What follows belongs to an exercise in optimizing a design on an open flow for small area and few clock cycles; a production flow would make more cautious choices.
Only simulation tests tie the RTL to the original design; equivalence was not proved.
The flow treats the clock pin as an ideal source, which a real chip does not have.
Power figures rest on the tool's default switching activity, not on a simulated workload.

Setup of before:
==> flow/design.v <==
`timescale 1ns/1ps
module image_capture_top (
  input  logic         clk,
  input  logic         mem_reset,
  input  logic         trigger,
  input  logic [15:0]  height,       
  input  logic [28:0]  start_addr,   
  input  logic [25:0]  s_beat,       
  input  logic         s_valid,
  output logic         s_ready,
  output logic         frame_done,
  output logic         skipped,
  output logic         mem_wr_req,
  output logic [156:0] mem_wr_cmd,   
  input  logic         mem_wr_ack,
  output logic         frame_written
);
  localparam logic [1:0] ST_IDLE  = 2'd0;   
  localparam logic [1:0] ST_WAIT  = 2'd1;   
  localparam logic [1:0] ST_STORE = 2'd2;   
  logic [1:0]  state;
  logic [15:0] lines_left;  
  logic [1:0]  slot;        
  logic [95:0] pix;         
  logic [28:3] wr_addr;     
  logic [2:0]  addr_lo;     
  logic sof, eol;
  logic fwd;                
  logic word_free;          
  logic fire;               
  logic ack;                
  logic line_last;
  assign sof = s_beat[1];
  assign eol = s_beat[0];
  assign ack       = mem_wr_req && mem_wr_ack;
  assign word_free = !mem_wr_req || mem_wr_ack;
  assign fwd       = (state == ST_STORE) || ((state == ST_WAIT) && sof);
  assign s_ready   = fwd ? word_free : 1'b1;
  assign fire      = s_valid && fwd && word_free;
  assign line_last = (lines_left == 16'd1);
  always_ff @(posedge clk or posedge mem_reset) begin
    if (mem_reset) begin
      state         <= ST_IDLE;
      slot          <= 2'd0;
      mem_wr_req    <= 1'b0;
      frame_written <= 1'b0;
      skipped       <= 1'b0;
    end else begin
      skipped       <= 1'b0;
      frame_written <= ack && (state == ST_IDLE);
      if (ack) begin
        mem_wr_req <= 1'b0;
      end
      if (fire) begin
        slot <= slot + 1'b1;
        if (slot == 2'd3) mem_wr_req <= 1'b1;
      end
      case (state)
        ST_IDLE: begin
          if (trigger) state <= ST_WAIT;
          if (s_valid && sof) skipped <= 1'b1;
        end
        default: begin
          if (fire) begin
            state <= ST_STORE;
            if (eol && line_last) begin
              state <= ST_IDLE;
            end
          end
        end
      endcase
    end
  end
  assign frame_done = frame_written;
  always_ff @(posedge clk) begin
    if (state == ST_IDLE) begin
      lines_left <= height;   
    end else if (fire && eol) begin
      lines_left <= lines_left - 1'b1;
    end
    if (fire) begin
      pix <= {pix[71:0], s_beat[25:2]};
    end
    addr_lo <= start_addr[2:0];   
    if (trigger) begin
      wr_addr <= start_addr[28:3];
    end else if (ack) begin
      wr_addr <= wr_addr + 1'b1;
    end
  end
  assign mem_wr_cmd = {wr_addr, addr_lo,
                       pix[95:72], 8'hff, pix[71:48], 8'hff,
                       pix[47:24], 8'hff, pix[23:0],  8'hff};
endmodule
Settings: LEC_CHECK=0, CAP_MARGIN=20, CORE_MARGIN=2, CORE_UTILIZATION=50, SLEW_MARGIN=20; clock period 4.5 ns.
standard.sh (not shown) runs the stock make flow with config.mk's settings and CLKGATE_MAP_FILE= SYNTH_SCRIPT=/design/flow/synth_recipe.tcl, a recipe that flattens the netlist after the stock synthesis.
==> flow/flow/run.sh <==
#!/bin/bash
# Standard ORFS layout, with the smallest buffer on each port, a clock tree of small buffers
# (upsized after CTS where their slew is high) and one tie cell for the constant outputs.
set -euo pipefail
export BUFFER_PORTS_ARGS="-buffer_cell sky130_fd_sc_hd__buf_1"
export CTS_ARGS="-repair_clock_nets -buf_list sky130_fd_sc_hd__clkbuf_4 -dont_use_dummy_load"
export SKIP_REPAIR_TIE_FANOUT=1
export POST_CTS_TCL="$(pwd)/flow/post_cts.tcl"
bash standard.sh > flow_standard.log 2>&1
==> flow/flow/post_cts.tcl <==
estimate_parasitics -placement
set upsized 0
foreach inst [get_cells *] {
  set ref [get_property $inst ref_name]
  if {$ref != "sky130_fd_sc_hd__clkbuf_4"} { continue }
  set name [get_property $inst full_name]
  set net [get_nets -of_objects [get_pins $name/X]]
  set mx 0
  foreach p [get_pins -of_objects $net -filter "direction==input"] {
    set s [get_property $p slew_max]
    if {$s > $mx} { set mx $s }
  }
  if {$mx > 0.200} {
    replace_cell $inst sky130_fd_sc_hd__clkbuf_16
    incr upsized
  } elseif {$mx > 0.095} {
    replace_cell $inst sky130_fd_sc_hd__clkbuf_8
    incr upsized
  }
}
puts "post_cts: upsized $upsized clock buffers"
detailed_placement
check_placement -verbose
estimate_parasitics -placement
Testbench counts of before, summed over its fixed seeds: cycles 15,331.
diff inputs: before => after
--- a/flow/design.v
+++ b/flow/design.v
@@ -29,16 +29,24 @@
   logic word_free;          
   logic fire;               
   logic ack;                
   logic line_last;
+  logic [15:0] lborrow;     
+  logic [25:0] acarry;      
   assign sof = s_beat[1];
   assign eol = s_beat[0];
   assign ack       = mem_wr_req && mem_wr_ack;
   assign word_free = !mem_wr_req || mem_wr_ack;
   assign fwd       = (state == ST_STORE) || ((state == ST_WAIT) && sof);
   assign s_ready   = fwd ? word_free : 1'b1;
   assign fire      = s_valid && fwd && word_free;
   assign line_last = (lines_left == 16'd1);
+  always_comb begin
+    lborrow[0] = 1'b1;
+    acarry[0]  = 1'b1;
+    for (int i = 1; i < 16; i++) lborrow[i] = lborrow[i-1] && !lines_left[i-1];
+    for (int i = 1; i < 26; i++) acarry[i]  = acarry[i-1] && wr_addr[i+2];
+  end
   always_ff @(posedge clk or posedge mem_reset) begin
     if (mem_reset) begin
       state         <= ST_IDLE;
       slot          <= 2'd0;
@@ -72,21 +80,25 @@
     end
   end
   assign frame_done = frame_written;
   always_ff @(posedge clk) begin
-    if (state == ST_IDLE) begin
-      lines_left <= height;   
-    end else if (fire && eol) begin
-      lines_left <= lines_left - 1'b1;
+    for (int i = 0; i < 16; i++) begin
+      if (state == ST_IDLE) begin
+        lines_left[i] <= height[i];   
+      end else if (fire && eol && lborrow[i]) begin
+        lines_left[i] <= !lines_left[i];
+      end
     end
     if (fire) begin
       pix <= {pix[71:0], s_beat[25:2]};
     end
     addr_lo <= start_addr[2:0];   
-    if (trigger) begin
-      wr_addr <= start_addr[28:3];
-    end else if (ack) begin
-      wr_addr <= wr_addr + 1'b1;
+    for (int i = 0; i < 26; i++) begin
+      if (trigger) begin
+        wr_addr[i+3] <= start_addr[i+3];
+      end else if (ack && acarry[i]) begin
+        wr_addr[i+3] <= !wr_addr[i+3];
+      end
     end
   end
   assign mem_wr_cmd = {wr_addr, addr_lo,
                        pix[95:72], 8'hff, pix[71:48], 8'hff,
NOTE: ratio of cells with drive above 1 in the final layout in after exceeds that of before
Looking at after and before, the fraction of the core area covered by cells at the end of the flow is a wash.
[compare] base=before new=after: tap cell count shrank by 4; cell count along the critical path saw a decrease; worst hold slack saw an increase; average size of a mapped cell went up; clock network power lower.
Of the two values seen for startpoint-to-endpoint class of the critical path, input pin to flop was produced by before and input pin to output pin by after.
The arrival time reported for the critical path endpoint of after falls short of that of before by 0.84 ns.
after synthesis and placement, the instance count of after is below that of before.
before → after: overall power after layout -about 6.4%; xor-xnor portion of the synthesized cell area -3.5 points.
Looking at the reports, after completed the entire flow and the layout it produced met the timing, design-rule and antenna checks.
Testbench counts of after, summed over its fixed seeds: cycles 15,331.

re-timing with driven ports:
The results above use ideal ports. As a check the final layouts listed here were re-extracted and re-timed, cells and wires unchanged. Step 1: set_driving_cell puts a clkbuf_16 on clk and a buf_2 on each other input, an assumption about the parent block. Step 2 also shifts input and output timing later by t, the mid clock arrival at the registers, as if the neighbouring blocks saw the same clock. Three values: no drivers, after step 1, after step 2; two values: the first two.
run	t (ns)	setup WS [ns]	hold slack, ns	slew at the worst register clock pin (ns)	pins driven straight from the clock port
before	0.457	2.090 / 2.102 / 1.646	0.347 / 0.331 / 0.441	0.09 / 0.09	1
after	0.385	1.940 / 1.911 / 1.729	0.420 / 0.420 / 0.420	0.09 / 0.09	1
After both steps setup and hold are still met in every run listed. For before, which loses most, drivers alone change the setup slack by +0.012 ns; drivers and shift together by -0.444 ns.
